This design comes from an exercise in tuning for small area and few clock cycles per item on the open sky130 flow, not from production work.
Function was checked by simulation only, so behaviour that the tests miss may differ from the original.
Power figures rest on the tool's default switching activity, not on a simulated workload.

$ cat design/flow/design.v
`default_nettype none
package tobm_pkg;
  localparam int MAX_WIDTH  = 1024;
  localparam int COL_W      = $clog2(MAX_WIDTH);
  localparam int IWIDTH_W   = 11;
  localparam int LW         = (COL_W + 1 > IWIDTH_W) ? COL_W + 1 : IWIDTH_W;
  localparam int CH_W       = 8;
  localparam int SUM_W      = 10;
  localparam int THRESH_W   = 10;
  localparam int COLUMN_W   = 10;
  localparam int ROWS_W     = 2;
  localparam int CFG_IDX_W  = 2;
  localparam int CFG_DATA_W = 11;
  localparam logic [THRESH_W-1:0] THRESHOLD_RESET = THRESH_W'(300);
  localparam logic [IWIDTH_W-1:0] WIDTH_RESET     = IWIDTH_W'(650);
  localparam logic [ROWS_W-1:0]   ROWS_FULL       = ROWS_W'(2);
  typedef enum logic [CFG_IDX_W-1:0] {
    REG_SUM_THRESHOLD = CFG_IDX_W'(0),
    REG_IMAGE_WIDTH   = CFG_IDX_W'(1)
  } cfg_reg_t;
  typedef struct packed {
    logic fg;
    logic up;
  } line_bits_t;
  localparam int LINE_BITS_W = 2;   
  typedef struct packed {
    logic [COL_W-1:0] col;
    logic             first_col;
    logic             last_col;
    logic             rows_valid;
    logic             top;
    logic             center;
    logic             upper;
    logic             left;
    logic             right;
  } win_t;
endpackage
`default_nettype wire
`default_nettype none
module tobm_ram #(
  parameter int WIDTH = 3,
  parameter int M     = 4,
  parameter int NGRP  = 1
) (
  input  wire logic             clk,
  input  wire logic             shift,
  input  wire logic [WIDTH-1:0] din,
  output logic      [WIDTH-1:0] dout
);
  logic [WIDTH-1:0] sr [NGRP*M];
  logic [WIDTH-1:0] gin [NGRP];
  for (genvar g = 0; g < NGRP; g++) begin : g_grp
    if (g == 0) begin : g_first
      assign gin[g] = din;
    end else begin : g_next
      assign gin[g] = sr[g*M-1];
    end
    always_ff @(posedge clk) begin
      sr[g*M] <= shift ? gin[g] : sr[g*M+M-1];
      for (int i = 1; i < M; i++) begin
        sr[g*M+i] <= sr[g*M+i-1];
      end
    end
  end
  assign dout = sr[NGRP*M-1];
endmodule
`default_nettype wire
`default_nettype none
import tobm_pkg::*;
module tobm_cfg_regs (
  input  wire logic                    clk,
  input  wire logic                    rst_n,
  input  wire logic                    cfg_valid,
  output logic                         cfg_ready,
  input  wire logic [tobm_pkg::CFG_IDX_W-1:0]  cfg_index,
  input  wire logic [tobm_pkg::CFG_DATA_W-1:0] cfg_data,
  output logic [tobm_pkg::THRESH_W-1:0] sum_threshold,
  output logic [tobm_pkg::COL_W-1:0]    last_col
);
  logic [THRESH_W-1:0] thr_r;
  logic [COL_W-1:0]    wm1_r;
  logic [COL_W-1:0]    wm1_wr;
  assign cfg_ready = 1'b1;
  always_comb begin
    if (cfg_data == '0) begin
      wm1_wr = '0;
    end else if (cfg_data > CFG_DATA_W'(MAX_WIDTH)) begin
      wm1_wr = COL_W'(MAX_WIDTH - 1);
    end else begin
      wm1_wr = COL_W'(cfg_data - CFG_DATA_W'(1));
    end
  end
  always_ff @(posedge clk) begin
    if (!rst_n) begin
      thr_r <= THRESHOLD_RESET;
      wm1_r <= COL_W'(WIDTH_RESET - IWIDTH_W'(1));
    end else if (cfg_valid) begin
      if (cfg_index == REG_SUM_THRESHOLD) thr_r <= cfg_data[THRESH_W-1:0];
      if (cfg_index == REG_IMAGE_WIDTH)   wm1_r <= wm1_wr;
    end
  end
  assign sum_threshold = thr_r;
  assign last_col      = wm1_r;
endmodule
`default_nettype wire
`default_nettype none
import tobm_pkg::*;
module tobm_window #(
  parameter int M = 8
) (
  input  wire logic                       clk,
  input  wire logic                       rst_n,
  input  wire logic [tobm_pkg::COL_W-1:0] last_col,    
  input  wire logic                       adv,         
  input  wire logic [2:0]                 x_new,       
  output logic      [2:0]                 head,        
  output logic      [2:0]                 next         
);
  localparam int H    = M + 1;
  localparam int LGM  = $clog2(M);
  localparam int NSEG = 9;                  
  logic [8:0]      half;                    
  logic            p_small;
  logic [8:0]      sel;                     
  logic            plain;
  logic            shift;
  logic            lagging;
  logic [LGM-1:0]  rot_r;
  logic [LGM-1:0]  lag_r;
  logic [2:0]      x_in;
  logic [2:0]      f0_r;
  logic [2:0]      node [NSEG+1];
  logic [2:0]      sout [NSEG];
  logic [2:0]      h_r [H];
  logic [2:0]      h_d [H];
  logic            h_en [H];
  assign half    = last_col[COL_W-1:1];
  assign p_small = (half < 9'(H));
  assign sel     = half - 9'(H);
  assign plain   = p_small || (sel[8:LGM] == '0);
  assign lagging = (lag_r != '0);
  assign shift = plain ? adv : ((rot_r == '0) && (lagging || adv));
  assign x_in  = lagging ? h_r[H-1] : x_new;
  always_ff @(posedge clk) begin
    if (!rst_n) begin
      rot_r <= '0;
      lag_r <= '0;
    end else begin
      if (!shift) begin
        rot_r <= rot_r + LGM'(1);
      end
      if (shift && !adv) begin
        lag_r <= lag_r - LGM'(1);
      end else if (!shift && adv) begin
        lag_r <= lag_r + LGM'(1);
      end
    end
  end
  always_ff @(posedge clk) begin
    if (shift) begin
      f0_r <= x_in;
    end
  end
  assign node[0] = f0_r;
  for (genvar k = 0; k < NSEG; k++) begin : g_seg
    if (k < LGM) begin : g_en
      logic [2:0] e_r [1 << k];
      always_ff @(posedge clk) begin
        if (shift) begin
          e_r[0] <= node[k];
          for (int i = 1; i < (1 << k); i++) begin
            e_r[i] <= e_r[i-1];
          end
        end
      end
      assign sout[k] = e_r[(1 << k) - 1];
    end else begin : g_rot
      tobm_ram #(
        .WIDTH (3),
        .M     (M),
        .NGRP  ((1 << k) / M)
      ) u_seg (
        .clk   (clk),
        .shift (shift),
        .din   (node[k]),
        .dout  (sout[k])
      );
    end
    assign node[k+1] = sel[k] ? sout[k] : node[k];
  end
  always_comb begin
    for (int i = 0; i < H; i++) begin
      h_en[i] = shift;
      if (p_small && (half == 9'(H - 1 - i))) begin
        h_d[i] = x_in;
      end else if (i == 0) begin
        h_d[i] = node[NSEG];
      end else begin
        h_d[i] = h_r[(i > 0) ? i - 1 : 0];
      end
      if (adv && lagging && shift && (i == H - int'(lag_r))) begin
        h_d[i] = x_new;
      end
      if (adv && !shift && (i == H - 1 - int'(lag_r))) begin
        h_d[i] = x_new;
        h_en[i] = 1'b1;
      end
    end
  end
  always_ff @(posedge clk) begin
    for (int i = 0; i < H; i++) begin
      if (h_en[i]) begin
        h_r[i] <= h_d[i];
      end
    end
  end
  always_comb begin
    head = h_r[H-1];
    next = h_r[H-2];
    for (int k = 1; k < M; k++) begin
      if (lag_r == LGM'(k)) begin
        head = h_r[H-1-k];
        next = h_r[H-2-k];
      end
    end
  end
endmodule
`default_nettype wire
`default_nettype none
import tobm_pkg::*;
module threshold_outer_boundary_marker (
  input  wire logic clk,
  input  wire logic rst_n,
  input  wire logic                           in_valid,
  output logic                                in_ready,
  input  wire logic [tobm_pkg::CH_W-1:0]      in_red,
  input  wire logic [tobm_pkg::CH_W-1:0]      in_green,
  input  wire logic [tobm_pkg::CH_W-1:0]      in_blue,
  input  wire logic                           in_flush,
  output logic                                out_valid,
  input  wire logic                           out_ready,
  output logic                                out_edge,
  output logic [tobm_pkg::COLUMN_W-1:0]       out_column,
  output logic                                out_frame_end,
  input  wire logic                           cfg_valid,
  output logic                                cfg_ready,
  input  wire logic [tobm_pkg::CFG_IDX_W-1:0]  cfg_index,
  input  wire logic [tobm_pkg::CFG_DATA_W-1:0] cfg_data
);
  logic [THRESH_W-1:0] sum_threshold;
  logic [COL_W-1:0]    last_col;
  logic [SUM_W-1:0]    sum;
  logic                cur;
  logic                in_acc;
  logic                step;
  logic                produce;
  logic                adv;
  logic                edge_nxt;
  logic [COL_W-1:0]    cnt_r;
  logic [ROWS_W-1:0]   rows_r;
  logic                left_r;
  logic                pend_a_r;
  logic                pend_u_r;
  logic [2:0]          head;
  logic [2:0]          next;
  logic [2:0]          x_in;
  logic                odd;
  logic                cen_a;
  logic                cen_u;
  logic                right_fg;
  logic                new_u;
  logic                ea;
  logic                eu;
  logic                oa;
  logic                ou;
  logic                a0;
  logic                a1;
  logic                u0;
  logic                u1;
  logic                first;
  logic                last;
  logic                top;
  logic                rows_valid;
  logic                out_valid_r;
  logic                out_edge_r;
  tobm_cfg_regs u_cfg_regs (
    .clk           (clk),
    .rst_n         (rst_n),
    .cfg_valid     (cfg_valid),
    .cfg_ready     (cfg_ready),
    .cfg_index     (cfg_index),
    .cfg_data      (cfg_data),
    .sum_threshold (sum_threshold),
    .last_col      (last_col)
  );
  assign first      = (cnt_r == '0);
  assign last       = (cnt_r == last_col);
  assign odd        = cnt_r[0];
  assign rows_valid = (rows_r != '0);
  assign top        = (rows_r == ROWS_W'(1));
  assign in_ready = !out_valid_r || out_ready;
  assign in_acc   = in_valid && in_ready;
  assign step     = in_acc && !(in_flush && !rows_valid);
  assign produce  = step && rows_valid;
  assign adv      = step && (odd || last);
  assign sum = SUM_W'(in_red) + SUM_W'(in_green) + SUM_W'(in_blue);
  assign cur = !in_flush && (sum >= sum_threshold);
  tobm_window u_window (
    .clk      (clk),
    .rst_n    (rst_n),
    .last_col (last_col),
    .adv      (adv),
    .x_new    (x_in),
    .head     (head),
    .next     (next)
  );
  assign a0       = head[2] && head[1];
  assign a1       = head[2] && head[0];
  assign u0       = !head[2] && head[1];
  assign u1       = !head[2] && head[0];
  assign cen_a    = odd ? a1 : a0;
  assign cen_u    = odd ? u1 : u0;
  assign right_fg = odd ? (next[2] && next[1]) : a1;
  assign new_u = rows_valid && cen_a;
  always_comb begin
    if (odd) begin
      ea = pend_a_r;
      eu = pend_u_r;
      oa = cur;
      ou = new_u;
    end else begin
      ea = cur;
      eu = new_u;
      oa = 1'b0;
      ou = 1'b0;
    end
    if (ea || oa) begin
      x_in = {1'b1, ea, oa};
    end else begin
      x_in = {1'b0, eu, ou};
    end
  end
  always_comb begin
    if (cen_a) begin
      edge_nxt = top || in_flush || first || last;
    end else begin
      edge_nxt = cen_u || cur ||
                 (!first && left_r) || (!last && right_fg);
    end
  end
  always_ff @(posedge clk) begin
    if (!rst_n) begin
      cnt_r       <= '0;
      rows_r      <= '0;
      out_valid_r <= 1'b0;
    end else begin
      if (step) begin
        if (last) begin
          cnt_r <= '0;
          if (in_flush) begin
            rows_r <= '0;
          end else if (rows_r != ROWS_FULL) begin
            rows_r <= rows_r + ROWS_W'(1);
          end
        end else begin
          cnt_r <= cnt_r + COL_W'(1);
        end
      end
      if (produce) begin
        out_valid_r <= 1'b1;
      end else if (out_ready) begin
        out_valid_r <= 1'b0;
      end
    end
  end
  always_ff @(posedge clk) begin
    if (step) begin
      left_r   <= cen_a;
      pend_a_r <= cur;
      pend_u_r <= new_u;
    end
    if (produce) begin
      out_edge_r <= edge_nxt;
    end
  end
  assign out_valid     = out_valid_r;
  assign out_edge      = out_edge_r;
  assign out_column    = (cnt_r == '0) ? last_col : cnt_r - COL_W'(1);
  assign out_frame_end = !rows_valid;
endmodule
`default_nettype wire
$ cat design/flow/run.sh
#!/bin/bash
# synth_recipe.tcl (not shown) runs the flow's synth.tcl, then flattens the netlist and writes it again
# the make line also repeats each setting of config.mk as NAME=value (left out here)
make -C /OpenROAD-flow-scripts/flow DESIGN_CONFIG=/design/flow/config.mk WORK_HOME=/design/flow/orfs CLKGATE_MAP_FILE= SYNTH_SCRIPT=/design/flow/synth_recipe.tcl finish
$ cat design/flow/config.mk
export PLATFORM = sky130hd
export DESIGN_NAME = threshold_outer_boundary_marker
export DESIGN_NICKNAME = threshold_outer_boundary_marker
export VERILOG_FILES = /design/flow/design.v
export SDC_FILE = /design/flow/constraint.sdc
export NUM_CORES = 4
export LEC_CHECK = 0
export CAP_MARGIN = 35
export CORE_MARGIN = 2
export CORE_UTILIZATION = 65
export CTS_BUF_LIST = sky130_fd_sc_hd__clkbuf_8
export CTS_CLUSTER_DIAMETER = 50
export CTS_CLUSTER_SIZE = 16
export PLACE_DENSITY = 0.8
export SLEW_MARGIN = 45
$ cat design/flow/constraint.sdc
create_clock -name core_clock -period 8.0 [get_ports {clk}]
set_input_delay 1.6000 -clock core_clock [delete_from_list [all_inputs] [get_ports {clk}]]
set_output_delay 1.6000 -clock core_clock [all_outputs]
set_load 0.01 [all_outputs]
==> results_tabular.tex, run 1 <==
\begin{tabular}{lr}
\hline
Metric & Value \\
\hline
\multicolumn{2}{l}{\textbf{Yosys}} \\
\quad YS warnings & 37 \\
\quad Post-synthesis sequential area ratio & 81.2\% \\
\quad FFs w/ async S/R, synth & 0\% \\
\quad Synth Net Count & 2,690 \\
\quad Dominant synthesized flop cell & dfxtp\_1 \\
\quad Avg Synthesized Cell Area & 15.5 um2 \\
\quad Netlist area before placement & 40,300 um2 \\
\quad Flip-flop and latch count after synthesis & 1,606 \\
\quad Syn Inst Count & 2,594 \\
\quad Number of distinct library cell variants in the gate-level netlist after synthesis & 77 \\
\quad Number of enable-type register cells in the synthesized netlist & 55 \\
\multicolumn{2}{l}{\textbf{CTS}} \\
\quad Total CTS buffers & 117 \\
\quad Clock-pin slew on the worst setup and hold paths & 110 ps \\
\quad Clock latency reported for the late side of the worst-skew pair & 750 ps \\
\quad \# clock sinks & 1,606 \\
\quad Root Buffer & clkbuf\_8 \\
\quad Buffer levels on the longest clock path & 3 \\
\quad CTS tree & yes \\
\quad Number of buffers inserted to repair setup after CTS & 0 \\
\quad H-tree lvl count & 3 \\
\quad Post\_cts resized & 0 \\
\quad Hold buffer count at CTS & 0 \\
\multicolumn{2}{l}{\textbf{Cells and area}} \\
\quad Util after Layout & 70.5\% \\
\quad Synthesis-to-finish area growth & 7.64\% \\
\quad Proportion of layout cells with a drive suffix above 1 & 13.1\% \\
\quad Number of nets at the end of the flow & 2,801 \\
\multicolumn{2}{l}{\textbf{STA}} \\
\quad Setup skew after layout & 45.7 ps \\
\quad Total Neg Setup Slack & 0 ps \\
\quad Number of pins with negative max-slew slack in the final report & 0 \\
\quad Final number of hold-violating endpoints & 0 \\
\quad Achievable clock frequency & 180 MHz \\
\quad Final critical delay including setup and external delays & 5540 ps \\
\quad Max transition margin & 52.7\% \\
\quad Worst-Margin Slew & 709 ps \\
\quad Final hold slack & 295 ps \\
\quad RSZ-0062 raised after global routing & false \\
\quad Number of setup violations in the final report & 0 \\
\quad Final critical-path share of the clock period & 69.3\% \\
\multicolumn{2}{l}{\textbf{Power}} \\
\quad Leakage power total & 17.5 nW \\
\quad Peak supply drop & 0.237 mV \\
\quad Power per unit of standard cell area & 318 nW/um2 \\
\multicolumn{2}{l}{\textbf{Critical path}} \\
\quad Startpoint class of the critical path & input pin \\
\quad R2R Setup Slk & 3510 ps \\
\quad Reg-to-Reg Start & u\_cfg\_regs.wm1\_r[1]\$\_SDFFE\_PN0P\_ \\
\quad Nature of the critical path endpoint & flop \\
\quad Maximum net fanout on the critical path & 19 \\
\quad Cell count of the worst reg-to-reg path & 15 \\
\quad Endpoint of the lowest-slack register-to-register path & u\_window.h\_r[0][2]\$\_DFFE\_PP\_ \\
\quad Classification of the worst setup path & input pin to flop \\
\quad Required time at the worst-slack endpoint & 8460 ps \\
\quad Data arrival time of the critical path & 6000 ps \\
\multicolumn{2}{l}{\textbf{Global route}} \\
\quad Via count of the first global-routing pass & 18.6k \\
\quad Number of antenna violations at the first check in global routing & 2 \\
\quad First-pass GRT wire length & 101 mm \\
\quad Largest net degree at the start of global routing & 68 \\
\quad Overall track demand over capacity in global routing & 20.0\% \\
\quad Total congestion overflow & 0 \\
\multicolumn{2}{l}{\textbf{Floorplanning}} \\
\quad Horiz. Die Dim & 253 um \\
\quad Effective utilization at floorplan & 65.5\% \\
\quad Height of the die & 253 um \\
\quad Ports & 58 \\
\quad Area enclosed by the die boundary & 64,000 um2 \\
\quad Row cnt & 91 \\
\quad Placeable core region & 61,500 um2 \\
\multicolumn{2}{l}{\textbf{Route}} \\
\quad Iteration-0 DRC Markers & 995 \\
\quad Initial DRT Pass Iterations & 5 \\
\quad Total length of routed wires & 63.2 mm \\
\quad DRC violations left & 0 \\
\quad Vias per std cell & 5.03 \\
\quad Routed WL per cell & 18.0 um \\
\quad Number of nets with antenna violations after routing & 0 \\
\quad Count of vias placed by the detailed router & 17.7k \\
\multicolumn{2}{l}{\textbf{Hold path}} \\
\quad Critical hold path startpoint & u\_window.g\_seg[4].g\_rot.u\_seg.sr[14][2]\$\_DFF\_P\_ \\
\quad Worst Hold Endpoint & u\_window.g\_seg[4].g\_rot.u\_seg.sr[15][2]\$\_DFF\_P\_ \\
\quad Worst min path class & flop to flop \\
\quad Hold depth & 0 \\
\multicolumn{2}{l}{\textbf{Outcome}} \\
\quad Run status & complete, no violations \\
\multicolumn{2}{l}{\textbf{Placement}} \\
\quad Routability cong. & 0.873 \\
\quad HPWL reported at the end of detailed placement & 38.7 mm \\
\quad Port-buffer cells & 56 \\
\multicolumn{2}{l}{\textbf{Run}} \\
\quad Max Cap Viol & 0 \\
\hline
\end{tabular}
metal layers:
metal | global-route usage (%) | part of all wire, % | vias to the layer above
met5 | 0 | 0.021 | -
li1 | - | - | 8735
met4 | 6.69 | 2.5 | 2
met3 | 4.15 | 4.5 | 124
met1 | 27.7 | 46 | 8511
met2 | 31.7 | 47 | 341
cell usage in the layout (no fill, tap or decap), types with 9 or more instances in the layout:
master              n
a211oi_1           18
a21boi_0           11
a21oi_1            63
a22oi_1            10
clkbuf_8          121
clkdlybuf4s50_1    55
dfxtp_1          1551
edfxtp_1           55
fa_1                9
ha_1               42
inv_1              59
mux2_2             88
mux2_4             87
mux2i_1            14
nand2_1           109
nand2b_1           15
nand3_1            14
nand4_1            11
nor2_1             73
nor2b_1            20
nor3_1             19
o211ai_1           19
o21ai_0            50
o22ai_1             9
o31ai_1            16
xnor2_1            23
xor2_1             18
metrics by stage:
stage | worst slack (ps) | instance area (um2) | instances | power, mW
after floorplan | 2750 | 40300 | 2594 | 9.87
after global placement | 1870 | 41400 | 3374 | 10.1
after detailed placement | 1750 | 41500 | 3376 | 10.2
after CTS | 2510 | 43300 | 3519 | 13.9
after global routing | 2200 | 43400 | 3520 | 14.4
final | 2460 | 43400 | 3520 | 13.8
cell type report:
class                   count  area (um2)
diodes                      1        2.50
clock buffers             120        1650
clock inverters            23         221
fillers                  3831       18100
inverters                  55         206
multi-input cells         859        6910
flip-flops and latches   1606       32700
well taps                 790         988
repair buffers             66         689
critical path: stages:
cell             delay [ps]
clkdlybuf4s50_1         470
inv_1                    60
fa_1                    460
inv_1                    70
ha_1                    160
inv_1                    50
fa_1                    400
nor2b_1                 120
o21ai_0                 100
a21boi_0                250
o21ai_0                 110
nand2b_1                120
a21oi_1                  80
nor2_1                  100
ha_1                    240
a211oi_1                210
o21ai_0                 100
a21oi_1                 360
o21ai_0                 170
a2bb2oi_2               160
buf_4                   220
a211oi_1                270
o31ai_1                  90
power by group:
part	total [mW]	switching, mW	internal, mW
logic	1.32	0.821	0.497
clock network	3.75	2.35	1.40
registers	8.74	0.194	8.54
synth_stat cells, types with 10 or more instances:
| master | n | area [um2] |
|---|---|---|
| a211oi_1 | 18 | 135 |
| a21boi_0 | 11 | 82.6 |
| a21oi_1 | 64 | 320 |
| a22oi_1 | 10 | 75.1 |
| buf_2 | 15 | 75.1 |
| buf_4 | 12 | 90.1 |
| clkbuf_1 | 28 | 105 |
| dfxtp_1 | 1551 | 31000 |
| edfxtp_1 | 55 | 1650 |
| ha_1 | 44 | 551 |
| inv_1 | 54 | 203 |
| mux2_2 | 88 | 991 |
| mux2_4 | 87 | 1310 |
| mux2i_1 | 14 | 140 |
| nand2_1 | 109 | 409 |
| nand2b_1 | 15 | 93.8 |
| nand3_1 | 14 | 70.1 |
| nand4_1 | 11 | 68.8 |
| nor2_1 | 74 | 278 |
| nor2b_1 | 21 | 131 |
| nor3_1 | 20 | 100 |
| o211ai_1 | 19 | 143 |
| o21ai_0 | 50 | 250 |
| o31ai_1 | 17 | 128 |
| xnor2_1 | 23 | 201 |
| xor2_1 | 18 | 158 |
how the worst max path moves through the flow:
stage	startpoint	slack (ps)	endpoint
floorplan	in_red[1]	2750	u_window.h_r[1][1]$_DFFE_PP_
global placement	in_red[1]	1870	u_window.h_r[4][1]$_DFFE_PP_
detailed placement	in_red[1]	1750	u_window.h_r[8][1]$_DFFE_PP_
CTS	cnt_r[0]$_SDFFE_PN0P_	2510	out_column[0]
global route	in_red[1]	2200	u_window.h_r[4][1]$_DFFE_PP_
finish	in_red[1]	2460	u_window.h_r[1][1]$_DFFE_PP_
registers in the layout, summed over array words and instances, names as in the netlist:
register / cells
left_r: 1
cnt_r: 10
out_valid_r: 1
u_window.g_seg.g_en.e_r: 21
u_cfg_regs.thr_r: 10
u_cfg_regs.wm1_r: 10
pend_u_r: 1
u_window.g_seg.g_rot.u_seg.sr: 1512
u_window.h_r: 27
u_window.lag_r: 3
pend_a_r: 1
u_window.f0_r: 3
out_edge_r: 1
u_window.rot_r: 3
rows_r: 2
kinds of logic after synthesis:
group                    count (synthesis)  share of synthesized area [%]
multiplexers                           189                           6.05
buffers and inverters                  129                           1.81
XOR/XNOR                                41                          0.891
other                                    1                        0.00931
AND/OR/NAND/NOR                        316                           3.82
flip-flops                            1606                           81.2
adder cells (fa/ha/maj)                 53                           1.81
AO/OA/AOI/OAI                          259                           4.45
Testbench counts, summed over its fixed seeds: cycles 70,032, pixels 70,024.
==> run 2, diff against run 1 <==
--- a/design/flow/config.mk
+++ b/design/flow/config.mk
@@ -8,8 +8,8 @@
 export CAP_MARGIN = 35
 export CORE_MARGIN = 2
-export CORE_UTILIZATION = 65
+export CORE_UTILIZATION = 40
 export CTS_BUF_LIST = sky130_fd_sc_hd__clkbuf_8
 export CTS_CLUSTER_DIAMETER = 50
 export CTS_CLUSTER_SIZE = 16
-export PLACE_DENSITY = 0.8
+export PLACE_DENSITY = 0.6
 export SLEW_MARGIN = 45
==> run 2 against run 1 <==
  * Still clean
  * Critical path depth is 1 lower
  * Largest power group unchanged
  * Critical path type unchanged
  * Highest routed layer is now met4
  * Via count is 0.23% lower
  * Clock skew fell by 2.5 ps
  * Final area grew 2.0%
==> results_tabular.tex, run 2 <==
\begin{tabular}{lr}
\hline
Metric & Value \\
\hline
\multicolumn{2}{l}{\textbf{Outcome}} \\
\quad Run status & complete, no violations \\
\multicolumn{2}{l}{\textbf{Power}} \\
\quad Register share of total power & 62.4\% (-0.9 points) \\
\quad Internal power component & 10.5 mW (+0.68\%) \\
\quad Relative contribution of the clock network to total power & 28.0\% (+0.9 points) \\
\quad Combinational Power Share & 9.5\% (about the same) \\
\quad Power per unit of standard cell area & 316 nW/um2 (-0.71\%) \\
\quad Leakage power total & 17.6 nW (+0.59\%) \\
\quad Peak supply drop & 0.191 mV (-19\%) \\
\quad Reported net switching power & 3.47 mW (+3.0\%) \\
\quad Fraction of power spent switching nets & 24.8\% (+0.43 points) \\
\multicolumn{2}{l}{\textbf{STA}} \\
\quad RSZ-0062 raised after global routing & false \\
\quad Setup skew after layout & 43.3 ps (-2.46 ps) \\
\quad Final critical-path share of the clock period & 72.8\% (+3.6 points) \\
\quad Total Neg Setup Slack & 0 ps (unchanged) \\
\quad Achievable clock frequency & 172 MHz (-4.9\%) \\
\quad Number of setup violations in the final report & 0 (unchanged) \\
\quad Worst-Margin Slew & 772 ps (+62.8 ps) \\
\quad Max transition margin & 48.5\% (-4.2 points) \\
\quad Final critical delay including setup and external delays & 5830 ps (+286 ps) \\
\quad Number of pins with negative max-slew slack in the final report & 0 (unchanged) \\
\quad Final number of hold-violating endpoints & 0 (unchanged) \\
\multicolumn{2}{l}{\textbf{Global route}} \\
\quad Number of antenna violations at the first check in global routing & 1 (-1) \\
\quad Total congestion overflow & 0 (unchanged) \\
\quad Largest net degree at the start of global routing & 83 (+22\%) \\
\quad First-pass GRT wire length & 101 mm (+0.18\%) \\
\quad Overall track demand over capacity in global routing & 12.2\% (-7.9 points) \\
\quad Via count of the first global-routing pass & 18.4k (-0.86\%) \\
\multicolumn{2}{l}{\textbf{Yosys}} \\
\quad Dominant synthesized flop cell & dfxtp\_1 \\
\quad Post-synthesis share of cell area spent on and, or, nand and nor gates & 3.82\% (unchanged) \\
\quad Avg Synthesized Cell Area & 15.5 um2 (unchanged) \\
\quad Adder and majority cell fraction of the synthesized area & 1.81\% (unchanged) \\
\quad Fraction of the mapped netlist area in compound gates & 4.45\% (unchanged) \\
\quad Flip-flop and latch count after synthesis & 1,606 (unchanged) \\
\quad Cell type contributing the most total cell area after synthesis & dfxtp\_1 \\
\quad Share of the synthesized area in the top cell type & 77.1\% (unchanged) \\
\quad Synth Net Count & 2,690 (unchanged) \\
\quad Post-synthesis sequential area ratio & 81.2\% (unchanged) \\
\quad Syn Inst Count & 2,594 (unchanged) \\
\quad Synth top cells by count & dfxtp\_1, nand2\_1, mux2\_2, mux2\_4, nor2\_1 \\
\quad Dominant combinational cell family by area after synthesis & multiplexers \\
\quad Most used standard cell by instance count after synthesis & dfxtp\_1 \\
\quad YS warnings & 37 (unchanged) \\
\quad Post-synthesis xor/xnor area fraction & 0.891\% (unchanged) \\
\quad Portion of netlist area occupied by mux cells & 6.05\% (unchanged) \\
\quad Number of enable-type register cells in the synthesized netlist & 55 (unchanged) \\
\quad FFs w/ async S/R, synth & 0\% (unchanged) \\
\quad Netlist area before placement & 40,300 um2 (unchanged) \\
\quad Dominant cells by area after synthesis & dfxtp\_1, edfxtp\_1, mux2\_4 \\
\quad Number of distinct library cell variants in the gate-level netlist after synthesis & 77 (unchanged) \\
\multicolumn{2}{l}{\textbf{CTS}} \\
\quad Clock latency reported for the late side of the worst-skew pair & 790 ps (+40 ps) \\
\quad Clock-pin slew on the worst setup and hold paths & 90 ps (-20 ps) \\
\quad Total CTS buffers & 121 (+3.4\%) \\
\quad \# clock sinks & 1,606 (unchanged) \\
\quad Hold buffer count at CTS & 0 (unchanged) \\
\quad Root Buffer & clkbuf\_8 \\
\quad Number of buffers inserted to repair setup after CTS & 0 (unchanged) \\
\quad CTS tree & yes \\
\quad Buffer levels on the longest clock path & 3 (unchanged) \\
\quad H-tree lvl count & 3 (unchanged) \\
\quad Post\_cts resized & 0 (unchanged) \\
\multicolumn{2}{l}{\textbf{Cells and area}} \\
\quad Commonest cells after routing, fill and taps aside & dfxtp\_1, clkbuf\_8, nand2\_1 \\
\quad Biggest register & u\_window.g\_seg.g\_rot.u\_seg.sr \\
\quad Multi-input logic area & 6920 um2 (+0.16\%) \\
\quad Max reg flops & 1,512 (unchanged) \\
\quad Sequential cell area & 32,700 um2 (unchanged) \\
\quad Registers with the highest flip-flop counts & u\_window.g\_seg.g\_rot.u\_seg.sr x1512, u\_window.h\_r x27, u\_window.g\_seg.g\_en.e\_r x21 \\
\quad Proportion of layout cells with a drive suffix above 1 & 13.5\% (+0.39 points) \\
\quad Util after Layout & 44.2\% (-26 points) \\
\quad Synthesis-to-finish area growth & 9.76\% \\
\quad Commonest non-fill, non-tap cell in the layout & dfxtp\_1 \\
\quad Number of nets at the end of the flow & 2,807 (+0.21\%) \\
\quad Number of fill cells & 8,823 (+130\%) \\
\multicolumn{2}{l}{\textbf{Route}} \\
\quad Initial DRT Pass Iterations & 5 (unchanged) \\
\quad Total length of routed wires & 61.9 mm (-2.1\%) \\
\quad DRC violations left & 0 (unchanged) \\
\quad Count of vias placed by the detailed router & 17.7k (-0.23\%) \\
\quad Iteration-0 DRC Markers & 816 (-18\%) \\
\quad Vias per std cell & 4.37 (-13\%) \\
\quad Routed WL per cell & 15.3 um (-15\%) \\
\quad Number of nets with antenna violations after routing & 0 (unchanged) \\
\multicolumn{2}{l}{\textbf{Placement}} \\
\quad Routability cong. & 0.800 (-8.4\%) \\
\quad Port-buffer cells & 56 (unchanged) \\
\quad HPWL reported at the end of detailed placement & 38.0 mm (-1.8\%) \\
\multicolumn{2}{l}{\textbf{Hold path}} \\
\quad Hold depth & 0 (unchanged) \\
\quad Worst min path class & flop to flop \\
\multicolumn{2}{l}{\textbf{Floorplanning}} \\
\quad Ports & 58 (unchanged) \\
\quad Row cnt & 116 (+27\%) \\
\quad Area enclosed by the die boundary & 103,000 um2 (+61\%) \\
\quad Height of the die & 321 um (+27\%) \\
\quad Placeable core region & 100,000 um2 (+63\%) \\
\quad Effective utilization at floorplan & 40.3\% (-25 points) \\
\quad Horiz. Die Dim & 321 um (+27\%) \\
\multicolumn{2}{l}{\textbf{Critical path}} \\
\quad Required time at the worst-slack endpoint & 8600 ps (+140 ps) \\
\quad Startpoint class of the critical path & input pin \\
\quad Data arrival time of the critical path & 6420 ps (+420 ps) \\
\quad Worst setup path start & in\_red[1] \\
\quad Endpoint of the lowest-slack register-to-register path & u\_window.h\_r[0][2]\$\_DFFE\_PP\_ \\
\quad Nature of the critical path endpoint & flop \\
\quad Maximum net fanout on the critical path & 18 (-1) \\
\quad Reg-to-Reg Start & u\_cfg\_regs.wm1\_r[1]\$\_SDFFE\_PN0P\_ \\
\quad Cell count of the worst reg-to-reg path & 15 (unchanged) \\
\quad R2R Setup Slk & 3100 ps (-410 ps) \\
\quad Classification of the worst setup path & input pin to flop \\
\quad CP Capture Point & u\_window.h\_r[4][1]\$\_DFFE\_PP\_ \\
\multicolumn{2}{l}{\textbf{Run}} \\
\quad Max Cap Viol & 0 (unchanged) \\
\hline
\end{tabular}
## run 2: cell counts after synthesis
No cell type changed its count.
## run 2: power groups by stage
stage	combinational (mW)	clock [mW]	sequential (mW)
floorplan	1.05	0	8.82
global placement	1.30	0	8.89
detailed placement	1.34	0	8.91
CTS	1.34	4.10	8.73
global route	1.45	4.39	8.77
finish	1.33	3.92	8.72
## run 2: routing by layer
metal | track usage (%) | up-vias | share of wire, %
li1 | - | 8762 | -
met1 | 17.1 | 8500 | 50
met2 | 18.3 | 259 | 43
met3 | 2.74 | 151 | 4.0
met4 | 4.49 | 0 | 3.0
met5 | 0 | - | 0
## run 2: metrics by stage
step                std cells  hold slack, ps  worst slack (ps)  power [mW]  area [um2]
floorplan                2594             310              2750        9.87       40300
global placement         3884             310              1280        10.2       42100
detailed placement       3886             312              1420        10.2       42100
CTS                      4044             282              2220        14.2       44200
global route             4045             301              1860        14.6       44200
finish                   4046             298              2170        14.0       44200
## run 2: how the worst min path moves through the flow
stage,from,endpoint,slack [ps]
final,u_window.g_seg[6].g_rot.u_seg.sr[59][0]$_DFF_P_,u_window.g_seg[6].g_rot.u_seg.sr[60][0]$_DFF_P_,300
after global routing,u_window.g_seg[7].g_rot.u_seg.sr[54][2]$_DFF_P_,u_window.g_seg[7].g_rot.u_seg.sr[55][2]$_DFF_P_,300
after CTS,u_window.g_seg[6].g_rot.u_seg.sr[9][0]$_DFF_P_,u_window.g_seg[6].g_rot.u_seg.sr[10][0]$_DFF_P_,280
after detailed placement,u_window.g_seg[6].g_rot.u_seg.sr[38][0]$_DFF_P_,u_window.g_seg[6].g_rot.u_seg.sr[39][0]$_DFF_P_,310
after global placement,u_window.g_seg[8].g_rot.u_seg.sr[187][0]$_DFF_P_,u_window.g_seg[8].g_rot.u_seg.sr[188][0]$_DFF_P_,310
after floorplan,u_window.g_seg[3].g_rot.u_seg.sr[0][0]$_DFF_P_,u_window.g_seg[3].g_rot.u_seg.sr[1][0]$_DFF_P_,310
## run 2: worst max-delay path, cell delays in order
cell	delay [ps]
clkdlybuf4s50_1	450
inv_1	50
fa_1	460
inv_1	70
ha_1	170
inv_1	60
fa_1	400
nor2b_1	120
o21ai_0	110
a21boi_0	270
o21ai_0	110
nand2b_1	110
a21oi_1	80
nor2_1	100
ha_1	240
a211oi_1	230
o21ai_0	130
a21oi_1	470
o21ai_0	260
a2bb2oi_4	530
a211oi_1	180
o31ai_1	230
## run 2: logic make-up after synthesis
family | after synthesis
fa+ha+maj | 53
xor+xnor | 41
other cells | 1
compound gates | 259
mux | 189
simple gates | 316
flops | 1606
buf+inv | 129
## run 2: layout make-up
class                           count  area share, %
Sequential cell                  1606           73.9
Multi-Input combinational cell    859           15.7
Clock buffer                      123           3.83
Tap cell                         1298           3.67
Timing Repair Buffer               68           1.60
Clock inverter                     35          0.832
Inverter                           55          0.467
Antenna cell                        2         0.0113
==> run 3, diff against run 2 <==
--- a/design/flow/design.v
+++ b/design/flow/design.v
@@ -117,6 +117,8 @@
   output logic      [2:0]                 next         
 );
-  localparam int H    = M + 1;
-  localparam int LGM  = $clog2(M);
+  localparam int LAGMAX = M / 2;
+  localparam int H      = LAGMAX + 2;
+  localparam int LGM    = $clog2(M);
+  localparam int LGL    = $clog2(LAGMAX + 1);
   localparam int NSEG = 9;                  
   logic [8:0]      half;                    
@@ -127,5 +129,5 @@
   logic            lagging;
   logic [LGM-1:0]  rot_r;
-  logic [LGM-1:0]  lag_r;
+  logic [LGL-1:0]  lag_r;
   logic [2:0]      x_in;
   logic [2:0]      f0_r;
@@ -139,5 +141,5 @@
   assign sel     = half - 9'(H);
   assign plain   = p_small || (sel[8:LGM] == '0);
-  assign lagging = (lag_r != '0);
+  assign lagging = !plain && (lag_r != '0);
   assign shift = plain ? adv : ((rot_r == '0) && (lagging || adv));
   assign x_in  = lagging ? h_r[H-1] : x_new;
@@ -150,8 +152,10 @@
         rot_r <= rot_r + LGM'(1);
       end
-      if (shift && !adv) begin
-        lag_r <= lag_r - LGM'(1);
+      if (plain) begin
+        lag_r <= '0;
+      end else if (shift && !adv) begin
+        lag_r <= lag_r - LGL'(1);
       end else if (!shift && adv) begin
-        lag_r <= lag_r + LGM'(1);
+        lag_r <= lag_r + LGL'(1);
       end
     end
@@ -202,5 +206,5 @@
         h_d[i] = x_new;
       end
-      if (adv && !shift && (i == H - 1 - int'(lag_r))) begin
+      if (adv && !shift && !plain && (i == H - 1 - int'(lag_r))) begin
         h_d[i] = x_new;
         h_en[i] = 1'b1;
@@ -218,6 +222,6 @@
     head = h_r[H-1];
     next = h_r[H-2];
-    for (int k = 1; k < M; k++) begin
-      if (lag_r == LGM'(k)) begin
+    for (int k = 1; k <= LAGMAX; k++) begin
+      if (lagging && (lag_r == LGL'(k))) begin
         head = h_r[H-1-k];
         next = h_r[H-2-k];
--- a/design/flow/config.mk
+++ b/design/flow/config.mk
@@ -8,8 +8,8 @@
 export CAP_MARGIN = 35
 export CORE_MARGIN = 2
-export CORE_UTILIZATION = 40
+export CORE_UTILIZATION = 70
 export CTS_BUF_LIST = sky130_fd_sc_hd__clkbuf_8
-export CTS_CLUSTER_DIAMETER = 50
-export CTS_CLUSTER_SIZE = 16
-export PLACE_DENSITY = 0.6
+export CTS_CLUSTER_DIAMETER = 40
+export CTS_CLUSTER_SIZE = 20
+export PLACE_DENSITY = 0.85
 export SLEW_MARGIN = 45
==> run 3 against run 2 <==
  * Worst hold slack got worse by 7.7 ps
  * Synthesized cell count rose by 8.4%
  * Sequential power rose by 3.6%
  * Sequential share of layout area rose by 1.7 points
  * Largest power group unchanged
  * Clock skew rose by 17 ps
  * Clock power rose by 22%
  * Routed wire length rose by 9.6%
==> results_tabular.tex, run 3 <==
\begin{tabular}{lr}
\hline
Metric & Value \\
\hline
\multicolumn{2}{l}{\textbf{Yosys}} \\
\quad Number of distinct library cell variants in the gate-level netlist after synthesis & 84 (+9.1\%) \\
\quad Post-synthesis sequential area ratio & 83.5\% (+2.3 points) \\
\quad Synth top cells by count & dfxtp\_1, nand2\_1, nor2\_1, clkbuf\_1, inv\_1 \\
\quad Dominant cells by area after synthesis & dfxtp\_1, nand2\_1, edfxtp\_1 \\
\quad Avg Synthesized Cell Area & 13.8 um2 (-11\%) \\
\quad Number of enable-type register cells in the synthesized netlist & 46 (-16\%) \\
\quad Flip-flop and latch count after synthesis & 1,597 (-0.56\%) \\
\quad Cell type contributing the most total cell area after synthesis & dfxtp\_1 \\
\quad Netlist area before placement & 38,900 um2 (-3.6\%) \\
\quad Dominant synthesized flop cell & dfxtp\_1 \\
\quad Synth Net Count & 2,902 (+7.9\%) \\
\quad YS warnings & 37 (unchanged) \\
\quad Share of the synthesized area in the top cell type & 79.9\% (+2.9 points) \\
\quad FFs w/ async S/R, synth & 0\% (unchanged) \\
\quad Syn Inst Count & 2,812 (+8.4\%) \\
\quad Most used standard cell by instance count after synthesis & dfxtp\_1 \\
\multicolumn{2}{l}{\textbf{Global route}} \\
\quad Overall track demand over capacity in global routing & 24.4\% (+12 points) \\
\quad Number of antenna violations at the first check in global routing & 0 (-1) \\
\quad Total congestion overflow & 0 (unchanged) \\
\quad Via count of the first global-routing pass & 20.4k (+10\%) \\
\quad First-pass GRT wire length & 109 mm (+8.1\%) \\
\quad Largest net degree at the start of global routing & 145 (+75\%) \\
\multicolumn{2}{l}{\textbf{Critical path}} \\
\quad Required time at the worst-slack endpoint & 8470 ps (-130 ps) \\
\quad Cell count of the worst reg-to-reg path & 9 (-6) \\
\quad Worst setup path start & in\_red[1] \\
\quad Maximum net fanout on the critical path & 7 (-11) \\
\quad Reg-to-Reg Start & u\_cfg\_regs.wm1\_r[3]\$\_SDFFE\_PN1P\_ \\
\quad Classification of the worst setup path & input pin to flop \\
\quad Nature of the critical path endpoint & flop \\
\quad Startpoint class of the critical path & input pin \\
\quad Data arrival time of the critical path & 5870 ps (-550 ps) \\
\multicolumn{2}{l}{\textbf{STA}} \\
\quad Total Neg Setup Slack & 0 ps (unchanged) \\
\quad Achievable clock frequency & 185 MHz (+7.8\%) \\
\quad Final number of hold-violating endpoints & 0 (unchanged) \\
\quad Setup skew after layout & 60.6 ps (+17.4 ps) \\
\quad Number of setup violations in the final report & 0 (unchanged) \\
\quad Final critical-path share of the clock period & 67.5\% (-5.3 points) \\
\quad RSZ-0062 raised after global routing & false \\
\quad Max transition margin & 47.6\% (-0.89 points) \\
\quad Worst-Margin Slew & 784 ps (+12.2 ps) \\
\quad Number of pins with negative max-slew slack in the final report & 0 (unchanged) \\
\quad Final critical delay including setup and external delays & 5400 ps (-423 ps) \\
\multicolumn{2}{l}{\textbf{Route}} \\
\quad DRC violations left & 0 (unchanged) \\
\quad Vias per std cell & 5.00 (+14\%) \\
\quad Iteration-0 DRC Markers & 1,116 (+37\%) \\
\quad Total length of routed wires & 67.8 mm (+9.6\%) \\
\quad Number of nets with antenna violations after routing & 0 (unchanged) \\
\quad Routed WL per cell & 18.0 um (+18\%) \\
\quad Count of vias placed by the detailed router & 18.8k (+6.3\%) \\
\quad Initial DRT Pass Iterations & 5 (unchanged) \\
\multicolumn{2}{l}{\textbf{CTS}} \\
\quad Hold buffer count at CTS & 0 (unchanged) \\
\quad Clock-pin slew on the worst setup and hold paths & 120 ps (+30 ps) \\
\quad Clock latency reported for the late side of the worst-skew pair & 770 ps (-20 ps) \\
\quad Root Buffer & clkbuf\_8 \\
\quad Total CTS buffers & 118 (-2.5\%) \\
\quad Number of buffers inserted to repair setup after CTS & 0 (unchanged) \\
\quad Post\_cts resized & 0 (unchanged) \\
\quad H-tree lvl count & 3 (unchanged) \\
\quad CTS tree & yes \\
\quad \# clock sinks & 1,597 (-0.56\%) \\
\quad Buffer levels on the longest clock path & 3 (unchanged) \\
\multicolumn{2}{l}{\textbf{Hold path}} \\
\quad Hold depth & 0 (unchanged) \\
\quad Worst min path class & flop to flop \\
\quad Critical hold path startpoint & u\_window.g\_seg[8].g\_rot.u\_seg.sr[4][1]\$\_DFF\_P\_ \\
\multicolumn{2}{l}{\textbf{Floorplanning}} \\
\quad Ports & 58 (unchanged) \\
\quad Placeable core region & 55,000 um2 (-45\%) \\
\quad Effective utilization at floorplan & 70.7\% (+30 points) \\
\quad Row cnt & 86 (-26\%) \\
\quad Area enclosed by the die boundary & 57,400 um2 (-44\%) \\
\quad Horiz. Die Dim & 240 um (-25\%) \\
\quad Height of the die & 240 um (-25\%) \\
\multicolumn{2}{l}{\textbf{Cells and area}} \\
\quad Commonest cells after routing, fill and taps aside & dfxtp\_1, nand2\_1, clkbuf\_8 \\
\quad Commonest non-fill, non-tap cell in the layout & dfxtp\_1 \\
\quad Util after Layout & 78.0\% (+34 points) \\
\quad Proportion of layout cells with a drive suffix above 1 & 8.47\% (-5.0 points) \\
\quad Antenna cells & 0 (-2) \\
\quad Registers with the highest flip-flop counts & u\_window.g\_seg.g\_rot.u\_seg.sr x1512, u\_window.g\_seg.g\_en.e\_r x21, u\_window.h\_r x18 \\
\quad Max reg flops & 1,512 (unchanged) \\
\quad Biggest register & u\_window.g\_seg.g\_rot.u\_seg.sr \\
\quad Synthesis-to-finish area growth & 10.4\% \\
\quad Number of nets at the end of the flow & 3,001 (+6.9\%) \\
\multicolumn{2}{l}{\textbf{Power}} \\
\quad Internal power component & 11.1 mW (+5.6\%) \\
\quad Leakage power total & 17.9 nW (+1.5\%) \\
\quad Reported net switching power & 3.96 mW (+14\%) \\
\quad Peak supply drop & 0.328 mV (+72\%) \\
\quad Fraction of power spent switching nets & 26.3\% (+1.5 points) \\
\quad Combinational Power Share & 8.3\% (-1.2 points) \\
\quad Power per unit of standard cell area & 351 nW/um2 (+11\%) \\
\quad Relative contribution of the clock network to total power & 31.7\% (+3.7 points) \\
\quad Register share of total power & 59.9\% (-2.5 points) \\
\multicolumn{2}{l}{\textbf{Outcome}} \\
\quad Run status & complete, no violations \\
\multicolumn{2}{l}{\textbf{Placement}} \\
\quad Routability cong. & 0.810 (+1.2\%) \\
\quad Port-buffer cells & 56 (unchanged) \\
\quad HPWL reported at the end of detailed placement & 36.6 mm (-3.6\%) \\
\multicolumn{2}{l}{\textbf{Run}} \\
\quad Max Cap Viol & 0 (unchanged) \\
\hline
\end{tabular}
[run 3: cell type report]
class                           instances  area [um2]
Clock buffer                          130        1790
Clock inverter                         90        1040
Fill cell                            2827       12100
Inverter                               50         195
Multi-Input combinational cell       1080        5880
Sequential cell                      1597       32400
Tap cell                              748         936
Timing Repair Buffer                   64         633
[run 3: power groups by stage]
stage / combinational [mW] / clock [mW] / sequential (mW)
floorplan: 0.899 / 0 / 9.05
global placement: 1.20 / 0 / 9.15
detailed placement: 1.24 / 0 / 9.18
CTS: 1.26 / 4.85 / 9.04
global route: 1.37 / 5.14 / 9.09
finish: 1.26 / 4.78 / 9.03
[run 3: worst max-delay path, stage by stage]
cell and delay, ps:
clkdlybuf4s50_1 450, inv_1 50, fa_1 460, inv_1 70, ha_1 160, inv_1 60, fa_1 400, inv_1 70
a21oi_1 50, o21ai_0 280, a21oi_1 120, o21bai_1 220, a21oi_1 100, nor2_1 110, ha_1 160, a21oi_1 80
or2_2 310, a31oi_1 230, nand3b_1 130, o2bb2ai_1 340, mux2_1 400
[run 3: path summary, 6_finish.rpt]
path         slack, ps                                        endpoint
max               2600                    u_window.h_r[1][1]$_DFFE_PP_
min                290  u_window.g_seg[8].g_rot.u_seg.sr[5][1]$_DFF_P_
max reg2reg       3510                    u_window.h_r[1][1]$_DFFE_PP_
min reg2reg        290  u_window.g_seg[8].g_rot.u_seg.sr[5][1]$_DFF_P_
[run 3: per-layer routing]
metal	up-vias	GRT usage [%]	share of wire [%]
met5	-	0	0
met4	0	7.73	2.6
met3	141	4.01	3.4
met2	364	43.8	52
met1	9133	30.1	42
li1	9148	-	-
[run 3: cells by family after synthesis]
kind of cell | share of synthesized area [%]
buf+inv | 1.43
simple gates | 8.34
fa+ha+maj | 1.69
mux | 0.876
flops | 83.5
xor+xnor | 0.969
compound gates | 3.22
other cells | 0.00965
[run 3: per-stage QoR]
stage                     setup WS [ps]  hold WS [ps]  total power [mW]  instances  area, um2
after floorplan                    2930           310              9.95       2812      38900
after global placement             2090           310              10.3       3539      40100
after detailed placement           1900           312              10.4       3539      40100
after CTS                          2640           287              15.1       3759      42900
after global routing               2350           299              15.6       3759      42900
final                              2600           290              15.1       3759      42900
Testbench counts of run 3, summed over its fixed seeds: cycles 70,032, pixels 70,024.
==> run 4, diff against run 3 <==
--- a/design/flow/config.mk
+++ b/design/flow/config.mk
@@ -6,10 +6,11 @@
 export NUM_CORES = 4
 export LEC_CHECK = 0
+export ABC_AREA = 1
 export CAP_MARGIN = 35
 export CORE_MARGIN = 2
-export CORE_UTILIZATION = 70
+export CORE_UTILIZATION = 65
 export CTS_BUF_LIST = sky130_fd_sc_hd__clkbuf_8
-export CTS_CLUSTER_DIAMETER = 40
-export CTS_CLUSTER_SIZE = 20
-export PLACE_DENSITY = 0.85
+export CTS_CLUSTER_DIAMETER = 50
+export CTS_CLUSTER_SIZE = 16
+export PLACE_DENSITY = 0.8
 export SLEW_MARGIN = 45
==> run 4 against run 3 <==
  * First-iteration DRC count decreased by 2.1%
  * Register-to-register slack better by 290 ps
  * Routed wire length fell by 17%
  * Die area is 6.7% higher
  * Final area down 2.7%
  * Global-route usage shrank 5.5 points
  * Setup slack worse by 580 ps
  * Critical endpoint is now u_window.h_r[0][2]$_DFFE_PP_
  * Largest cell class unchanged
==> results_tabular.tex, run 4 <==
\begin{tabular}{lr}
\hline
Metric & Value \\
\hline
\multicolumn{2}{l}{\textbf{Outcome}} \\
\quad Run status & complete, no violations \\
\multicolumn{2}{l}{\textbf{Cells and area}} \\
\quad Synthesis-to-finish area growth & 8.26\% \\
\quad Registers with the highest flip-flop counts & u\_window.g\_seg.g\_rot.u\_seg.sr x1512, u\_window.g\_seg.g\_en.e\_r x21, u\_window.h\_r x18 \\
\quad Non-Filler Cell Area, Final & 41,700 um2 (-2.7\%) \\
\quad Commonest cells after routing, fill and taps aside & dfxtp\_1, nand2\_1, inv\_1 \\
\quad Number of nets at the end of the flow & 3,093 (+3.1\%) \\
\quad Non-filler cells, final & 3,801 (+1.1\%) \\
\quad Biggest register & u\_window.g\_seg.g\_rot.u\_seg.sr \\
\quad Commonest non-fill, non-tap cell in the layout & dfxtp\_1 \\
\quad Max reg flops & 1,512 (unchanged) \\
\quad Number of fill cells & 3,842 (+36\%) \\
\quad Util after Layout & 71.0\% (-7.0 points) \\
\quad Proportion of layout cells with a drive suffix above 1 & 5.85\% (-2.6 points) \\
\multicolumn{2}{l}{\textbf{Power}} \\
\quad Leakage power total & 17.7 nW (-1.1\%) \\
\quad Power per unit of standard cell area & 376 nW/um2 (+7.1\%) \\
\quad Peak supply drop & 0.345 mV (+5.4\%) \\
\quad Post-route total power & 15.7 mW (+4.2\%) \\
\multicolumn{2}{l}{\textbf{STA}} \\
\quad Final critical-path share of the clock period & 74.7\% (+7.2 points) \\
\quad Max transition margin & 49.8\% (+2.1 points) \\
\quad Final hold slack & 308 ps (+18.2 ps) \\
\quad Achievable clock frequency & 167 MHz (-9.6\%) \\
\quad Number of pins with negative max-slew slack in the final report & 0 (unchanged) \\
\quad Worst-Margin Slew & 754 ps (-30.8 ps) \\
\quad Number of setup violations in the final report & 0 (unchanged) \\
\quad RSZ-0062 raised after global routing & false \\
\quad Final critical delay including setup and external delays & 5980 ps (+575 ps) \\
\quad Setup skew after layout & 33.2 ps (-27.4 ps) \\
\quad Total Neg Setup Slack & 0 ps (unchanged) \\
\quad Final number of hold-violating endpoints & 0 (unchanged) \\
\quad Worst setup margin & 2020 ps (-575 ps) \\
\multicolumn{2}{l}{\textbf{CTS}} \\
\quad Root Buffer & clkbuf\_8 \\
\quad Number of buffers inserted to repair setup after CTS & 0 (unchanged) \\
\quad Hold buffer count at CTS & 0 (unchanged) \\
\quad H-tree lvl count & 3 (unchanged) \\
\quad Buffer levels on the longest clock path & 3 (unchanged) \\
\quad Post\_cts resized & 0 (unchanged) \\
\quad Clock-pin slew on the worst setup and hold paths & 90 ps (-30 ps) \\
\quad Total CTS buffers & 115 (-2.5\%) \\
\quad \# clock sinks & 1,597 (unchanged) \\
\quad Clock latency reported for the late side of the worst-skew pair & 760 ps (about the same) \\
\quad CTS tree & yes \\
\multicolumn{2}{l}{\textbf{Route}} \\
\quad Initial DRT Pass Iterations & 5 (unchanged) \\
\quad Vias per std cell & 4.80 (-4.0\%) \\
\quad Count of vias placed by the detailed router & 18.2k (-3.0\%) \\
\quad Iteration-0 DRC Markers & 1,093 (-2.1\%) \\
\quad Total length of routed wires & 56.2 mm (-17\%) \\
\quad Routed WL per cell & 14.8 um (-18\%) \\
\quad Number of nets with antenna violations after routing & 0 (unchanged) \\
\quad DRC violations left & 0 (unchanged) \\
\multicolumn{2}{l}{\textbf{Yosys}} \\
\quad YS warnings & 37 (unchanged) \\
\quad Adder and majority cell fraction of the synthesized area & 1.70\% (+0.013 points) \\
\quad Post-synthesis sequential area ratio & 84.1\% (+0.67 points) \\
\quad Avg Synthesized Cell Area & 13.4 um2 (-3.1\%) \\
\quad Dominant cells by area after synthesis & dfxtp\_1, nand2\_1, edfxtp\_1 \\
\quad Most used standard cell by instance count after synthesis & dfxtp\_1 \\
\quad Cell type contributing the most total cell area after synthesis & dfxtp\_1 \\
\quad Flip-flop and latch count after synthesis & 1,597 (unchanged) \\
\quad Synth top cells by count & dfxtp\_1, nand2\_1, inv\_1, o21ai\_0, nor2\_1 \\
\quad Share of the synthesized area in the top cell type & 80.6\% (+0.64 points) \\
\quad Syn Inst Count & 2,878 (+2.3\%) \\
\quad Number of distinct library cell variants in the gate-level netlist after synthesis & 51 (-39\%) \\
\quad Netlist area before placement & 38,500 um2 (-0.79\%) \\
\quad FFs w/ async S/R, synth & 0\% (unchanged) \\
\quad Synth Net Count & 2,968 (+2.3\%) \\
\quad Number of enable-type register cells in the synthesized netlist & 46 (unchanged) \\
\quad Portion of netlist area occupied by mux cells & 0.0260\% (-0.85 points) \\
\quad Post-synthesis share of cell area spent on and, or, nand and nor gates & 8.33\% (-0.011 points) \\
\quad Dominant synthesized flop cell & dfxtp\_1 \\
\quad Post-synthesis xor/xnor area fraction & 0.523\% (-0.45 points) \\
\quad Fraction of the mapped netlist area in compound gates & 3.15\% (-0.072 points) \\
\quad Dominant combinational cell family by area after synthesis & simple AND/OR/NAND/NOR gates \\
\multicolumn{2}{l}{\textbf{Placement}} \\
\quad Placed standard-cell area & 39,900 um2 (-0.40\%) \\
\quad HPWL reported at the end of detailed placement & 32.9 mm (-10\%) \\
\quad Port-buffer cells & 56 (unchanged) \\
\quad Routability cong. & 0.847 (+4.5\%) \\
\quad Post-Place Cells & 3,659 (+3.4\%) \\
\quad Post-Place Setup Slack & 1290 ps (-605 ps) \\
\multicolumn{2}{l}{\textbf{Run}} \\
\quad Max Cap Viol & 0 (unchanged) \\
\multicolumn{2}{l}{\textbf{Critical path}} \\
\quad CP Capture Point & u\_window.h\_r[0][2]\$\_DFFE\_PP\_ \\
\quad Nature of the critical path endpoint & flop \\
\quad Classification of the worst setup path & input pin to flop \\
\quad Startpoint class of the critical path & input pin \\
\quad Reg-to-Reg Start & u\_cfg\_regs.wm1\_r[2]\$\_SDFFE\_PN0P\_ \\
\quad Cell count of the worst reg-to-reg path & 12 (+3) \\
\quad Maximum net fanout on the critical path & 7 (unchanged) \\
\quad R2R Setup Slk & 3800 ps (+290 ps) \\
\quad Endpoint of the lowest-slack register-to-register path & u\_window.h\_r[2][0]\$\_DFFE\_PP\_ \\
\quad Worst setup path start & in\_red[1] \\
\quad Data arrival time of the critical path & 6580 ps (+710 ps) \\
\quad Required time at the worst-slack endpoint & 8600 ps (+130 ps) \\
\multicolumn{2}{l}{\textbf{Global route}} \\
\quad Via count of the first global-routing pass & 18.7k (-8.2\%) \\
\quad Overall track demand over capacity in global routing & 18.9\% (-5.5 points) \\
\quad Largest net degree at the start of global routing & 136 (-6.2\%) \\
\quad Number of antenna violations at the first check in global routing & 1 (+1) \\
\quad First-pass GRT wire length & 93.4 mm (-14\%) \\
\quad Total congestion overflow & 0 (unchanged) \\
\multicolumn{2}{l}{\textbf{Floorplanning}} \\
\quad Height of the die & 248 um (+3.3\%) \\
\quad Area enclosed by the die boundary & 61,300 um2 (+6.7\%) \\
\quad Placeable core region & 58,800 um2 (+6.9\%) \\
\quad Ports & 58 (unchanged) \\
\quad Row cnt & 89 (+3.5\%) \\
\quad Effective utilization at floorplan & 65.6\% (-5.1 points) \\
\quad Horiz. Die Dim & 248 um (+3.3\%) \\
\multicolumn{2}{l}{\textbf{Hold path}} \\
\quad Worst min path class & flop to flop \\
\quad Hold depth & 0 (unchanged) \\
\hline
\end{tabular}
run 4: worst min path at each step:
stage                                                     from                                         endpoint  slack [ps]
6_report       u_window.g_seg[8].g_rot.u_seg.sr[27][2]$_DFF_P_  u_window.g_seg[8].g_rot.u_seg.sr[28][2]$_DFF_P_         310
5_1_grt         u_window.g_seg[5].g_rot.u_seg.sr[5][0]$_DFF_P_   u_window.g_seg[5].g_rot.u_seg.sr[6][0]$_DFF_P_         310
4_1_cts        u_window.g_seg[8].g_rot.u_seg.sr[82][2]$_DFF_P_  u_window.g_seg[8].g_rot.u_seg.sr[83][2]$_DFF_P_         300
3_5_place_dp   u_window.g_seg[5].g_rot.u_seg.sr[14][2]$_DFF_P_  u_window.g_seg[5].g_rot.u_seg.sr[15][2]$_DFF_P_         310
3_3_place_gp    u_window.g_seg[3].g_rot.u_seg.sr[1][1]$_DFF_P_   u_window.g_seg[3].g_rot.u_seg.sr[2][1]$_DFF_P_         310
2_1_floorplan   u_window.g_seg[3].g_rot.u_seg.sr[0][0]$_DFF_P_   u_window.g_seg[3].g_rot.u_seg.sr[1][0]$_DFF_P_         310
run 4: power breakdown:
group	total [mW]	leakage [nW]	switching, mW	internal, mW
Clock	3.67	0.955	2.30	1.37
Combinational	1.48	3.58	1.06	0.424
Sequential	10.5	13.2	0.555	9.99
run 4: layer usage:
layer  routed length (um)  vias to the layer above  global-route usage [%]
met5                    0                        -                       0
met4                 1280                        0                    7.10
met3                 2590                       94                    3.61
met2                24400                      355                    28.7
met1                27900                     8584                    27.1
li1                     -                     9195                       -
run 4: area by class of cell:
| cell class | count | area (um2) | share of cell area [%] |
|---|---|---|---|
| clock buffer | 115 | 1580 | 3.79 |
| multi-input combinational | 1072 | 5310 | 12.7 |
| inverter | 156 | 593 | 1.42 |
| tap | 773 | 967 | 2.32 |
| sequential | 1597 | 32400 | 77.7 |
| timing repair buffer | 61 | 614 | 1.47 |
| antenna | 1 | 2.50 | 0.00600 |
| clock inverter | 26 | 233 | 0.558 |
run 4: critical path, stage by stage:
cell and delay, ps:
clkdlybuf4s50_1 450, inv_1 50, fa_1 470, inv_1 70
ha_1 170, inv_1 60, fa_1 400, o21ai_0 280
a21oi_1 110, o21ai_0 270, xnor2_1 170, inv_1 60
ha_1 290, nand2_1 70, nor2_1 140, o211ai_1 100
and3_1 170, o41ai_1 90, nand2_1 160, inv_1 170
o21bai_1 130, nand2_1 90, inv_1 140, o21ai_1 500
and2_0 210, o21ai_0 70, o21ai_0 80
run 4: cells by family after synthesis:
kind of cell	after synthesis
buffers and inverters	209
XOR/XNOR	23
AO/OA/AOI/OAI	224
other	1
flip-flops	1597
adder cells (fa/ha/maj)	47
AND/OR/NAND/NOR	776
multiplexers	1
==> run 5, diff against run 4 <==
--- a/design/flow/config.mk
+++ b/design/flow/config.mk
@@ -6,5 +6,4 @@
 export NUM_CORES = 4
 export LEC_CHECK = 0
-export ABC_AREA = 1
 export CAP_MARGIN = 35
 export CORE_MARGIN = 2
==> run 5 against run 4 <==
  * Final area up 0.53%
  * Synthesized area grew 0.80%
  * Combinational power fell by 11%
  * Critical path depth fell by 8
  * Critical endpoint is now u_window.h_r[1][0]$_DFFE_PP_
==> results_tabular.tex, run 5 <==
\begin{tabular}{lr}
\hline
Metric & Value \\
\hline
\multicolumn{2}{l}{\textbf{Outcome}} \\
\quad Run status & complete, no violations \\
\multicolumn{2}{l}{\textbf{Yosys}} \\
\quad Avg Synthesized Cell Area & 13.8 um2 (+3.2\%) \\
\quad Most used standard cell by instance count after synthesis & dfxtp\_1 \\
\quad Netlist area before placement & 38,900 um2 (+0.80\%) \\
\quad Cell type contributing the most total cell area after synthesis & dfxtp\_1 \\
\quad Dominant cells by area after synthesis & dfxtp\_1, nand2\_1, edfxtp\_1 \\
\quad Share of the synthesized area in the top cell type & 79.9\% (-0.64 points) \\
\quad Dominant synthesized flop cell & dfxtp\_1 \\
\quad Number of distinct library cell variants in the gate-level netlist after synthesis & 84 (+65\%) \\
\quad Synth top cells by count & dfxtp\_1, nand2\_1, nor2\_1, clkbuf\_1, inv\_1 \\
\quad Synth Net Count & 2,902 (-2.2\%) \\
\quad Number of enable-type register cells in the synthesized netlist & 46 (unchanged) \\
\quad Syn Inst Count & 2,812 (-2.3\%) \\
\multicolumn{2}{l}{\textbf{Hold path}} \\
\quad Critical hold path startpoint & u\_window.g\_seg[6].g\_rot.u\_seg.sr[56][1]\$\_DFF\_P\_ \\
\quad Worst min path class & flop to flop \\
\quad Worst Hold Endpoint & u\_window.g\_seg[6].g\_rot.u\_seg.sr[57][1]\$\_DFF\_P\_ \\
\quad Hold depth & 0 (unchanged) \\
\multicolumn{2}{l}{\textbf{Critical path}} \\
\quad Data arrival time of the critical path & 5890 ps (-690 ps) \\
\quad Maximum net fanout on the critical path & 7 (unchanged) \\
\quad Startpoint class of the critical path & input pin \\
\quad Cell count of the worst reg-to-reg path & 9 (-3) \\
\quad Reg-to-Reg Start & u\_cfg\_regs.wm1\_r[3]\$\_SDFFE\_PN1P\_ \\
\quad R2R Setup Slk & 3610 ps (-190 ps) \\
\quad Nature of the critical path endpoint & flop \\
\quad Endpoint of the lowest-slack register-to-register path & u\_window.h\_r[1][1]\$\_DFFE\_PP\_ \\
\quad Required time at the worst-slack endpoint & 8480 ps (-120 ps) \\
\multicolumn{2}{l}{\textbf{STA}} \\
\quad Final number of hold-violating endpoints & 0 (unchanged) \\
\quad Final critical delay including setup and external delays & 5410 ps (-572 ps) \\
\quad Number of pins with negative max-slew slack in the final report & 0 (unchanged) \\
\quad Final critical-path share of the clock period & 67.6\% (-7.1 points) \\
\quad Number of setup violations in the final report & 0 (unchanged) \\
\quad Worst-Margin Slew & 736 ps (-17.3 ps) \\
\quad Worst setup margin & 2590 ps (+572 ps) \\
\quad Final hold slack & 314 ps (+5.30 ps) \\
\multicolumn{2}{l}{\textbf{Global route}} \\
\quad Layer with the highest usage after global routing & met2 \\
\quad Met1 routing resource usage after global routing & 25.2\% (-1.9 points) \\
\quad Total congestion overflow & 0 (unchanged) \\
\quad Via count of the first global-routing pass & 18.9k (+0.84\%) \\
\multicolumn{2}{l}{\textbf{Placement}} \\
\quad HPWL reported at the end of detailed placement & 33.1 mm (+0.42\%) \\
\quad Placed standard-cell area & 40,100 um2 (+0.60\%) \\
\quad Post-Place Cells & 3,563 (-2.6\%) \\
\quad Routability cong. & 0.806 (-4.8\%) \\
\quad Port-buffer cells & 56 (unchanged) \\
\multicolumn{2}{l}{\textbf{Power}} \\
\quad Peak supply drop & 0.250 mV (-28\%) \\
\quad Post-route total power & 13.9 mW (-11\%) \\
\multicolumn{2}{l}{\textbf{Cells and area}} \\
\quad Proportion of layout cells with a drive suffix above 1 & 6.12\% (+0.27 points) \\
\quad Multi-input logic area & 5880 um2 (+11\%) \\
\quad Commonest cells after routing, fill and taps aside & dfxtp\_1, nand2\_1, clkbuf\_8 \\
\quad Max reg flops & 1,512 (unchanged) \\
\quad Commonest non-fill, non-tap cell in the layout & dfxtp\_1 \\
\quad Util after Layout & 71.1\% (+0.11 points) \\
\quad Number of nets at the end of the flow & 2,997 (-3.1\%) \\
\quad Biggest register & u\_window.g\_seg.g\_rot.u\_seg.sr \\
\quad Number of fill cells & 3,736 (-2.8\%) \\
\quad Registers with the highest flip-flop counts & u\_window.g\_seg.g\_rot.u\_seg.sr x1512, u\_window.g\_seg.g\_en.e\_r x21, u\_window.h\_r x18 \\
\multicolumn{2}{l}{\textbf{Route}} \\
\quad Number of nets with antenna violations after routing & 0 (unchanged) \\
\quad Initial DRT Pass Iterations & 5 (unchanged) \\
\quad DRC violations left & 0 (unchanged) \\
\quad Routed WL per cell & 15.5 um (+4.6\%) \\
\quad Count of vias placed by the detailed router & 18.1k (-0.97\%) \\
\quad Vias per std cell & 4.87 (+1.6\%) \\
\multicolumn{2}{l}{\textbf{Floorplanning}} \\
\quad Ports & 58 (unchanged) \\
\quad Area enclosed by the die boundary & 61,700 um2 (+0.79\%) \\
\quad Horiz. Die Dim & 248 um (+0.39\%) \\
\quad Row cnt & 89 (unchanged) \\
\multicolumn{2}{l}{\textbf{CTS}} \\
\quad Clock-pin slew on the worst setup and hold paths & 90 ps (about the same) \\
\quad H-tree lvl count & 3 (unchanged) \\
\quad CTS tree & yes \\
\quad Number of buffers inserted to repair setup after CTS & 0 (unchanged) \\
\quad Total CTS buffers & 114 (-0.87\%) \\
\quad Clock latency reported for the late side of the worst-skew pair & 750 ps (about the same) \\
\hline
\end{tabular}
-- run 5: cell types whose count changed after synthesis, sizes merged, moves of 9 or more --
cell    delta
a21oi     -27
inv      -106
nand2     +20
xnor2     +15
o21ai     -75
or3       +11
clkbuf    +30
nand3     -46
and3       +9
a21boi    +11
mux2      +24
nor2      -30
-- run 5: kinds of logic (layout without fill, tap and decap cells) --
logic type,count (synthesis),after routing,share of synthesized area [%]
AOI/OAI and AO/OA,184,184,3.22
xor gates and xnor gates,43,43,0.969
adders and majority gates,47,47,1.69
buffers and inverters,135,250,1.43
DFF,1597,1597,83.5
muxes,31,31,0.876
other,1,4,0.00965
and+or+nand+nor,774,774,8.34
-- run 5: metal layers --
layer,wire (um),vias up
met2,26800,277
met1,27200,8598
met4,1340,0
met3,1980,119
met5,0,-
li1,-,9057
-- run 5: cell type report --
class / count / share of cell area (%)
well taps: 773 / 2.31
diodes: 3 / 0.0179
clock inverters: 21 / 0.447
multi-input cells: 1080 / 14.0
inverters: 50 / 0.459
repair buffers: 64 / 1.68
flip-flops and latches: 1597 / 77.3
clock buffers: 115 / 3.77
-- run 5: worst max-delay path, stage by stage --
cell,delay (ps)
clkdlybuf4s50_1,450
inv_1,50
fa_1,460
inv_1,70
ha_1,160
inv_1,50
fa_1,390
inv_1,70
a21oi_1,60
o21ai_0,280
a21oi_1,120
o21bai_1,240
xor2_1,120
ha_1,220
nor3_1,260
a21boi_0,320
o21ai_0,240
a32o_1,390
mux2_1,330
-- run 5: worst max path at each step --
stage | slack [ps] | start | end
final | 2590 | in_red[1] | u_window.h_r[1][0]$_DFFE_PP_
after CTS | 2600 | cnt_r[0]$_SDFFE_PN0P_ | out_column[5]
after global placement | 2110 | in_red[1] | u_window.h_r[1][0]$_DFFE_PP_
after detailed placement | 1950 | in_red[1] | u_window.h_r[1][1]$_DFFE_PP_
after global routing | 2320 | in_red[1] | u_window.h_r[1][0]$_DFFE_PP_
after floorplan | 2930 | in_red[1] | u_window.h_r[1][0]$_DFFE_PP_
-- run 5: power by group --
part	switching [mW]	total, mW	internal (mW)
combinational	0.909	1.31	0.397
clock	2.28	3.62	1.33
sequential	0.256	9.00	8.74

-- what the ideal ports hide --
In the flow no input, the clock included, has a driving cell. The finished layouts below were timed again as built, in two steps. Step 1: set_driving_cell puts a clkbuf_16 on clk and a buf_2 on each other input, an assumption about the parent block. Step 2, shift: input delay + t, output delay - t, t = (earliest + latest rising clock arrival at the registers) / 2. This alone moves slack from input paths to output paths. Slacks: ideal / step 1 / step 2; pairs: ideal / step 1.
| run | t, ns | slack for setup (ns) |
|---|---|---|
| run 1 | 0.784 | 2.459 / 2.452 / 1.692 |
| run 2 | 0.826 | 2.174 / 2.198 / 1.376 |
| run 3 | 0.792 | 2.597 / 2.604 / 1.831 |
| run 4 | 0.786 | 2.022 / 2.049 / 1.263 |
| run 5 | 0.794 | 2.593 / 2.628 / 1.834 |
After both steps setup and hold are still met in every run listed.
